What follows belongs to an exercise in optimizing a design on an open flow for small area and a short achievable clock period; a production flow would make more cautious choices.
Only simulation tests tie the RTL to the original design; equivalence was not proved.

==> job 6503 <==
==> flow/design.v <==
package prefix_adder_pkg;
endpackage
`timescale 1ns/100ps
`timescale 1ns/100ps
`timescale 1ns/100ps
`timescale 1ns/100ps
`timescale 1ns/100ps
module prefix_adder_top (
  input  logic        clk,
  input  logic        rst_n,
  input  logic        in_valid,
  input  logic [31:0] a,
  input  logic [31:0] b,
  input  logic        cin,
  output logic        out_valid,
  output logic [31:0] sum,
  output logic        cout
);
  always_ff @(posedge clk or negedge rst_n) begin
    if (!rst_n) out_valid <= 1'b0;
    else        out_valid <= in_valid;
  end
  logic [31:0] g0, p0, hs, c;   
  assign hs = a ^ b;
  assign g0 = (a & b) | {31'b0, (a[0] | b[0]) & cin};
  assign p0 = a | b;
  logic g1_1, g1_3, p1_3, g1_5, p1_5, g1_7, p1_7, g1_9, p1_9, g1_11, p1_11, g1_13, p1_13, g1_15, p1_15, g1_17, p1_17, g1_19, p1_19, g1_21, p1_21, g1_23, p1_23, g1_25, p1_25, g1_27, p1_27, g1_29, p1_29, g1_31, p1_31, g2_3, g2_7, p2_7, g2_11, p2_11, g2_15, p2_15, g2_19, p2_19, g2_23, p2_23, g2_27, p2_27, g2_31, p2_31, g3_5, g3_7, g3_13, p3_13, g3_15, p3_15, g3_21, p3_21, g3_23, p3_23, g3_29, p3_29, g3_31, p3_31, g4_9, g4_11, g4_13, g4_15, g4_25, p4_25, g4_27, p4_27, g4_29, p4_29, g4_31, p4_31, g5_17, g5_19, g5_21, g5_23, g5_25, g5_27, g5_29, g5_31, g6_2, g6_4, g6_6, g6_8, g6_10, g6_12, g6_14, g6_16, g6_18, g6_20, g6_22, g6_24, g6_26, g6_28, g6_30;
  assign g1_1 = g0[1] | (p0[1] & g0[0]);
  assign g1_3 = g0[3] | (p0[3] & g0[2]);
  assign p1_3 = p0[3] & p0[2];
  assign g1_5 = g0[5] | (p0[5] & g0[4]);
  assign p1_5 = p0[5] & p0[4];
  assign g1_7 = g0[7] | (p0[7] & g0[6]);
  assign p1_7 = p0[7] & p0[6];
  assign g1_9 = g0[9] | (p0[9] & g0[8]);
  assign p1_9 = p0[9] & p0[8];
  assign g1_11 = g0[11] | (p0[11] & g0[10]);
  assign p1_11 = p0[11] & p0[10];
  assign g1_13 = g0[13] | (p0[13] & g0[12]);
  assign p1_13 = p0[13] & p0[12];
  assign g1_15 = g0[15] | (p0[15] & g0[14]);
  assign p1_15 = p0[15] & p0[14];
  assign g1_17 = g0[17] | (p0[17] & g0[16]);
  assign p1_17 = p0[17] & p0[16];
  assign g1_19 = g0[19] | (p0[19] & g0[18]);
  assign p1_19 = p0[19] & p0[18];
  assign g1_21 = g0[21] | (p0[21] & g0[20]);
  assign p1_21 = p0[21] & p0[20];
  assign g1_23 = g0[23] | (p0[23] & g0[22]);
  assign p1_23 = p0[23] & p0[22];
  assign g1_25 = g0[25] | (p0[25] & g0[24]);
  assign p1_25 = p0[25] & p0[24];
  assign g1_27 = g0[27] | (p0[27] & g0[26]);
  assign p1_27 = p0[27] & p0[26];
  assign g1_29 = g0[29] | (p0[29] & g0[28]);
  assign p1_29 = p0[29] & p0[28];
  assign g1_31 = g0[31] | (p0[31] & g0[30]);
  assign p1_31 = p0[31] & p0[30];
  assign g2_3 = g1_3 | (p1_3 & g1_1);
  assign g2_7 = g1_7 | (p1_7 & g1_5);
  assign p2_7 = p1_7 & p1_5;
  assign g2_11 = g1_11 | (p1_11 & g1_9);
  assign p2_11 = p1_11 & p1_9;
  assign g2_15 = g1_15 | (p1_15 & g1_13);
  assign p2_15 = p1_15 & p1_13;
  assign g2_19 = g1_19 | (p1_19 & g1_17);
  assign p2_19 = p1_19 & p1_17;
  assign g2_23 = g1_23 | (p1_23 & g1_21);
  assign p2_23 = p1_23 & p1_21;
  assign g2_27 = g1_27 | (p1_27 & g1_25);
  assign p2_27 = p1_27 & p1_25;
  assign g2_31 = g1_31 | (p1_31 & g1_29);
  assign p2_31 = p1_31 & p1_29;
  assign g3_5 = g1_5 | (p1_5 & g2_3);
  assign g3_7 = g2_7 | (p2_7 & g2_3);
  assign g3_13 = g1_13 | (p1_13 & g2_11);
  assign p3_13 = p1_13 & p2_11;
  assign g3_15 = g2_15 | (p2_15 & g2_11);
  assign p3_15 = p2_15 & p2_11;
  assign g3_21 = g1_21 | (p1_21 & g2_19);
  assign p3_21 = p1_21 & p2_19;
  assign g3_23 = g2_23 | (p2_23 & g2_19);
  assign p3_23 = p2_23 & p2_19;
  assign g3_29 = g1_29 | (p1_29 & g2_27);
  assign p3_29 = p1_29 & p2_27;
  assign g3_31 = g2_31 | (p2_31 & g2_27);
  assign p3_31 = p2_31 & p2_27;
  assign g4_9 = g1_9 | (p1_9 & g3_7);
  assign g4_11 = g2_11 | (p2_11 & g3_7);
  assign g4_13 = g3_13 | (p3_13 & g3_7);
  assign g4_15 = g3_15 | (p3_15 & g3_7);
  assign g4_25 = g1_25 | (p1_25 & g3_23);
  assign p4_25 = p1_25 & p3_23;
  assign g4_27 = g2_27 | (p2_27 & g3_23);
  assign p4_27 = p2_27 & p3_23;
  assign g4_29 = g3_29 | (p3_29 & g3_23);
  assign p4_29 = p3_29 & p3_23;
  assign g4_31 = g3_31 | (p3_31 & g3_23);
  assign p4_31 = p3_31 & p3_23;
  assign g5_17 = g1_17 | (p1_17 & g4_15);
  assign g5_19 = g2_19 | (p2_19 & g4_15);
  assign g5_21 = g3_21 | (p3_21 & g4_15);
  assign g5_23 = g3_23 | (p3_23 & g4_15);
  assign g5_25 = g4_25 | (p4_25 & g4_15);
  assign g5_27 = g4_27 | (p4_27 & g4_15);
  assign g5_29 = g4_29 | (p4_29 & g4_15);
  assign g5_31 = g4_31 | (p4_31 & g4_15);
  assign g6_2 = g0[2] | (p0[2] & g1_1);
  assign g6_4 = g0[4] | (p0[4] & g2_3);
  assign g6_6 = g0[6] | (p0[6] & g3_5);
  assign g6_8 = g0[8] | (p0[8] & g3_7);
  assign g6_10 = g0[10] | (p0[10] & g4_9);
  assign g6_12 = g0[12] | (p0[12] & g4_11);
  assign g6_14 = g0[14] | (p0[14] & g4_13);
  assign g6_16 = g0[16] | (p0[16] & g4_15);
  assign g6_18 = g0[18] | (p0[18] & g5_17);
  assign g6_20 = g0[20] | (p0[20] & g5_19);
  assign g6_22 = g0[22] | (p0[22] & g5_21);
  assign g6_24 = g0[24] | (p0[24] & g5_23);
  assign g6_26 = g0[26] | (p0[26] & g5_25);
  assign g6_28 = g0[28] | (p0[28] & g5_27);
  assign g6_30 = g0[30] | (p0[30] & g5_29);
  assign c = {g5_31, g6_30, g5_29, g6_28, g5_27, g6_26, g5_25, g6_24, g5_23, g6_22, g5_21, g6_20, g5_19, g6_18, g5_17, g6_16, g4_15, g6_14, g4_13, g6_12, g4_11, g6_10, g4_9, g6_8, g3_7, g6_6, g3_5, g6_4, g2_3, g6_2, g1_1, g0[0]};
  always_ff @(posedge clk) begin
    sum  <= hs ^ {c[30:0], cin};
    cout <= c[31];
  end
endmodule
==> flow/flow/run.sh <==
#!/bin/bash
# The standard layout (the standard.sh), with three changes:
#  - synthesis maps the logic with a delay-driven ABC script (flow/abc_speed.script),
#  - synthesis leaves full/half adders to ABC instead of the fa/ha cells (ADDER_MAP_FILE=),
#  - port buffers are buf_1 instead of the library's delay buffer.
# Registers, floorplan, power grid and tap cells are made as in the standard flow.
set -euo pipefail
W=$PWD
rm -rf "$W/scripts"
cp -r "$FLOW_HOME/scripts" "$W/scripts"
cp "$W/flow/abc_speed.script" "$W/scripts/abc_speed.script"
bash "$W/standard.sh" \
  SCRIPTS_DIR="$W/scripts" \
  ADDER_MAP_FILE= \
  BUFFER_PORTS_ARGS="-buffer_cell sky130_fd_sc_hd__buf_1" \
  finish > "$W/flow.log" 2>&1
==> flow/flow/abc_speed.script <==
strash
dch
map -D 1000
buffer
upsize -D 1000
dnsize -D 1000
stime -p
==> flow/standard.sh <==
#!/bin/bash
# synth_recipe.tcl (not shown) runs the flow's synth.tcl, then flattens the netlist and writes it again
# the make line also repeats each setting of config.mk as NAME=value (left out here)
make -C /OpenROAD-flow-scripts/flow DESIGN_CONFIG=/design/flow/config.mk WORK_HOME=/design/flow/orfs CLKGATE_MAP_FILE= SYNTH_SCRIPT=/design/flow/synth_recipe.tcl "${@:-finish}"
==> flow/config.mk <==
export PLATFORM = sky130hd
export DESIGN_NAME = prefix_adder_top
export DESIGN_NICKNAME = prefix_adder_top
export VERILOG_FILES = /design/flow/design.v
export SDC_FILE = /design/flow/constraint.sdc
export NUM_CORES = 4
export LEC_CHECK = 0
export CAP_MARGIN = 20
export CORE_MARGIN = 2
export CORE_UTILIZATION = 40
export SLEW_MARGIN = 20
==> flow/constraint.sdc <==
create_clock -name core_clock -period 2.5 [get_ports {clk}]
set_input_delay 0.5000 -clock core_clock [delete_from_list [all_inputs] [get_ports {clk}]]
set_output_delay 0.5000 -clock core_clock [all_outputs]
set_load 0.01 [all_outputs]
==> inputs of job 6178, as changes to job 6503 <==
==> flow/design.v (replaced) <==
package prefix_adder_pkg;
endpackage
`timescale 1ns/100ps
`timescale 1ns/100ps
`timescale 1ns/100ps
`timescale 1ns/100ps
`timescale 1ns/100ps
module prefix_adder_top (
  input  logic        clk,
  input  logic        rst_n,
  input  logic        in_valid,
  input  logic [31:0] a,
  input  logic [31:0] b,
  input  logic        cin,
  output logic        out_valid,
  output logic [31:0] sum,
  output logic        cout
);
  always_ff @(posedge clk or negedge rst_n) begin
    if (!rst_n) out_valid <= 1'b0;
    else        out_valid <= in_valid;
  end
  logic [31:0] g0, p0, hs, c;   
  assign hs = a ^ b;
  assign g0 = (a & b) | {31'b0, (a[0] | b[0]) & cin};
  assign p0 = a | b;
  logic g1_1, g1_3, p1_3, g1_5, p1_5, g1_7, p1_7, g1_9, p1_9, g1_11, p1_11, g1_13, p1_13, g1_15, p1_15, g1_17, p1_17, g1_19, p1_19, g1_21, p1_21, g1_23, p1_23, g1_25, p1_25, g1_27, p1_27, g1_29, p1_29, g1_31, p1_31, g2_3, g2_7, p2_7, g2_11, p2_11, g2_15, p2_15, g2_19, p2_19, g2_23, p2_23, g2_27, p2_27, g2_31, p2_31, g3_7, g3_15, p3_15, g3_23, p3_23, g3_31, p3_31, g4_15, g4_31, p4_31, g5_31, g6_23, g7_11, g7_19, g7_27, g8_5, g8_9, g8_13, g8_17, g8_21, g8_25, g8_29, g9_2, g9_4, g9_6, g9_8, g9_10, g9_12, g9_14, g9_16, g9_18, g9_20, g9_22, g9_24, g9_26, g9_28, g9_30;
  assign g1_1 = g0[1] | (p0[1] & g0[0]);
  assign g1_3 = g0[3] | (p0[3] & g0[2]);
  assign p1_3 = p0[3] & p0[2];
  assign g1_5 = g0[5] | (p0[5] & g0[4]);
  assign p1_5 = p0[5] & p0[4];
  assign g1_7 = g0[7] | (p0[7] & g0[6]);
  assign p1_7 = p0[7] & p0[6];
  assign g1_9 = g0[9] | (p0[9] & g0[8]);
  assign p1_9 = p0[9] & p0[8];
  assign g1_11 = g0[11] | (p0[11] & g0[10]);
  assign p1_11 = p0[11] & p0[10];
  assign g1_13 = g0[13] | (p0[13] & g0[12]);
  assign p1_13 = p0[13] & p0[12];
  assign g1_15 = g0[15] | (p0[15] & g0[14]);
  assign p1_15 = p0[15] & p0[14];
  assign g1_17 = g0[17] | (p0[17] & g0[16]);
  assign p1_17 = p0[17] & p0[16];
  assign g1_19 = g0[19] | (p0[19] & g0[18]);
  assign p1_19 = p0[19] & p0[18];
  assign g1_21 = g0[21] | (p0[21] & g0[20]);
  assign p1_21 = p0[21] & p0[20];
  assign g1_23 = g0[23] | (p0[23] & g0[22]);
  assign p1_23 = p0[23] & p0[22];
  assign g1_25 = g0[25] | (p0[25] & g0[24]);
  assign p1_25 = p0[25] & p0[24];
  assign g1_27 = g0[27] | (p0[27] & g0[26]);
  assign p1_27 = p0[27] & p0[26];
  assign g1_29 = g0[29] | (p0[29] & g0[28]);
  assign p1_29 = p0[29] & p0[28];
  assign g1_31 = g0[31] | (p0[31] & g0[30]);
  assign p1_31 = p0[31] & p0[30];
  assign g2_3 = g1_3 | (p1_3 & g1_1);
  assign g2_7 = g1_7 | (p1_7 & g1_5);
  assign p2_7 = p1_7 & p1_5;
  assign g2_11 = g1_11 | (p1_11 & g1_9);
  assign p2_11 = p1_11 & p1_9;
  assign g2_15 = g1_15 | (p1_15 & g1_13);
  assign p2_15 = p1_15 & p1_13;
  assign g2_19 = g1_19 | (p1_19 & g1_17);
  assign p2_19 = p1_19 & p1_17;
  assign g2_23 = g1_23 | (p1_23 & g1_21);
  assign p2_23 = p1_23 & p1_21;
  assign g2_27 = g1_27 | (p1_27 & g1_25);
  assign p2_27 = p1_27 & p1_25;
  assign g2_31 = g1_31 | (p1_31 & g1_29);
  assign p2_31 = p1_31 & p1_29;
  assign g3_7 = g2_7 | (p2_7 & g2_3);
  assign g3_15 = g2_15 | (p2_15 & g2_11);
  assign p3_15 = p2_15 & p2_11;
  assign g3_23 = g2_23 | (p2_23 & g2_19);
  assign p3_23 = p2_23 & p2_19;
  assign g3_31 = g2_31 | (p2_31 & g2_27);
  assign p3_31 = p2_31 & p2_27;
  assign g4_15 = g3_15 | (p3_15 & g3_7);
  assign g4_31 = g3_31 | (p3_31 & g3_23);
  assign p4_31 = p3_31 & p3_23;
  assign g5_31 = g4_31 | (p4_31 & g4_15);
  assign g6_23 = g3_23 | (p3_23 & g4_15);
  assign g7_11 = g2_11 | (p2_11 & g3_7);
  assign g7_19 = g2_19 | (p2_19 & g4_15);
  assign g7_27 = g2_27 | (p2_27 & g6_23);
  assign g8_5 = g1_5 | (p1_5 & g2_3);
  assign g8_9 = g1_9 | (p1_9 & g3_7);
  assign g8_13 = g1_13 | (p1_13 & g7_11);
  assign g8_17 = g1_17 | (p1_17 & g4_15);
  assign g8_21 = g1_21 | (p1_21 & g7_19);
  assign g8_25 = g1_25 | (p1_25 & g6_23);
  assign g8_29 = g1_29 | (p1_29 & g7_27);
  assign g9_2 = g0[2] | (p0[2] & g1_1);
  assign g9_4 = g0[4] | (p0[4] & g2_3);
  assign g9_6 = g0[6] | (p0[6] & g8_5);
  assign g9_8 = g0[8] | (p0[8] & g3_7);
  assign g9_10 = g0[10] | (p0[10] & g8_9);
  assign g9_12 = g0[12] | (p0[12] & g7_11);
  assign g9_14 = g0[14] | (p0[14] & g8_13);
  assign g9_16 = g0[16] | (p0[16] & g4_15);
  assign g9_18 = g0[18] | (p0[18] & g8_17);
  assign g9_20 = g0[20] | (p0[20] & g7_19);
  assign g9_22 = g0[22] | (p0[22] & g8_21);
  assign g9_24 = g0[24] | (p0[24] & g6_23);
  assign g9_26 = g0[26] | (p0[26] & g8_25);
  assign g9_28 = g0[28] | (p0[28] & g7_27);
  assign g9_30 = g0[30] | (p0[30] & g8_29);
  assign c = {g5_31, g9_30, g8_29, g9_28, g7_27, g9_26, g8_25, g9_24, g6_23, g9_22, g8_21, g9_20, g7_19, g9_18, g8_17, g9_16, g4_15, g9_14, g8_13, g9_12, g7_11, g9_10, g8_9, g9_8, g3_7, g9_6, g8_5, g9_4, g2_3, g9_2, g1_1, g0[0]};
  always_ff @(posedge clk) begin
    sum  <= hs ^ {c[30:0], cin};
    cout <= c[31];
  end
endmodule
==> flow/flow/run.sh (replaced) <==
#!/bin/bash
# The standard layout (the standard.sh) with these changes:
#  - synthesis maps the logic with a delay-driven ABC script (flow/abc_speed.script)
#    and leaves full/half adders to ABC instead of the fa/ha cells (ADDER_MAP_FILE=);
#  - port buffers are buf_1 instead of the library's delay buffer;
#  - a denser core (CORE_UTILIZATION 65);
#  - clock tree from clkbuf_4 cells, without dummy loads.
# Registers, floorplan, power grid and tap cells are made as in the standard flow.
# Each tool's output is in flow.log and orfs/logs/.
set -euo pipefail
W=$PWD
rm -rf "$W/scripts"
cp -r "$FLOW_HOME/scripts" "$W/scripts"
cp "$W/flow/abc_speed.script" "$W/scripts/abc_speed.script"
bash "$W/standard.sh" \
  SCRIPTS_DIR="$W/scripts" \
  ADDER_MAP_FILE= \
  BUFFER_PORTS_ARGS="-buffer_cell sky130_fd_sc_hd__buf_1" \
  CORE_UTILIZATION=65 \
  CTS_ARGS="-sink_clustering_enable -repair_clock_nets -dont_use_dummy_load -buf_list sky130_fd_sc_hd__clkbuf_4" \
  finish > "$W/flow.log" 2>&1
==> flow/flow/abc_speed.script (replaced) <==
strash
dch
map -D 1000 -f
buffer -N 6
upsize -D 1000
dnsize -D 1000
stime -p
==> out/qor.yml <==
outcome:
  outcome: "timing/DRC/antenna clean"
sta:
  layout_setup_ws_ns: 0.699
yosys:
  syn_area_per_cell_um2: 6.26
die:
  die_h_um: 77.3
  core_um2: 5140
  die-width_um: 77.3
global_route:
  use_met2_pct: 27.2
critical_path:
  path_delay_family: "compound AO/OA/AOI/OAI gates"
drt:
  wl_per_cell_um: 9.21
cells_and_area:
  seq_area_share_pct: 25.2
Source of the figures above: job 6503

==> out/qor.yml <==
cells_and_area:
  seq_area_share_pct: 26.4
  nets: 495
yosys:
  synth_largest_area_cell: "dfxtp_1"
  syn_area_per_cell_um2: 6.65
clock_tree:
  cts_buffer_depth: 2
outcome:
  outcome: "timing/DRC/antenna clean"
die:
  core_um2: 3080
critical_path:
  path_delay_family: "simple AND/OR/NAND/NOR gates"
global_route:
  use_met2_pct: 44.8
drt:
  wl_per_cell_um: 9.10
sta:
  layout_setup_ws_ns: 0.805
Source of the figures above: job 6178

what the ideal ports hide:
The flow's constraints put no driver on any port. The routed layouts listed below were extracted and timed again, unchanged, in two steps.
Step 1, drivers: a clkbuf_16 drives clk and a buf_2 each remaining input, both assumed.
Step 2 adds t to the input delays and takes it off the output delays; t is the mean of the earliest and latest rising clock arrival at the registers after step 1. Input paths then give back, and output paths get back, about the clock's delay inside the block.
a / b / c = no drivers / after step 1 / after step 2; a / b = the first two.
| run | shift t [ns] | setup WS [ns] | worst register clock-pin slew, ns | pins driven straight from the clock port |
|---|---|---|---|---|
| job 6503 | 0.306 | 0.699 / 0.706 / 0.400 | 0.08 / 0.08 | 1 |
| job 6178 | 0.351 | 0.805 / 0.809 / 0.459 | 0.10 / 0.10 | 1 |
After both steps setup and hold are still met in every run listed. The setup slack of job 6178, which loses most, moves by +0.004 ns with the drivers and by -0.346 ns with both steps.
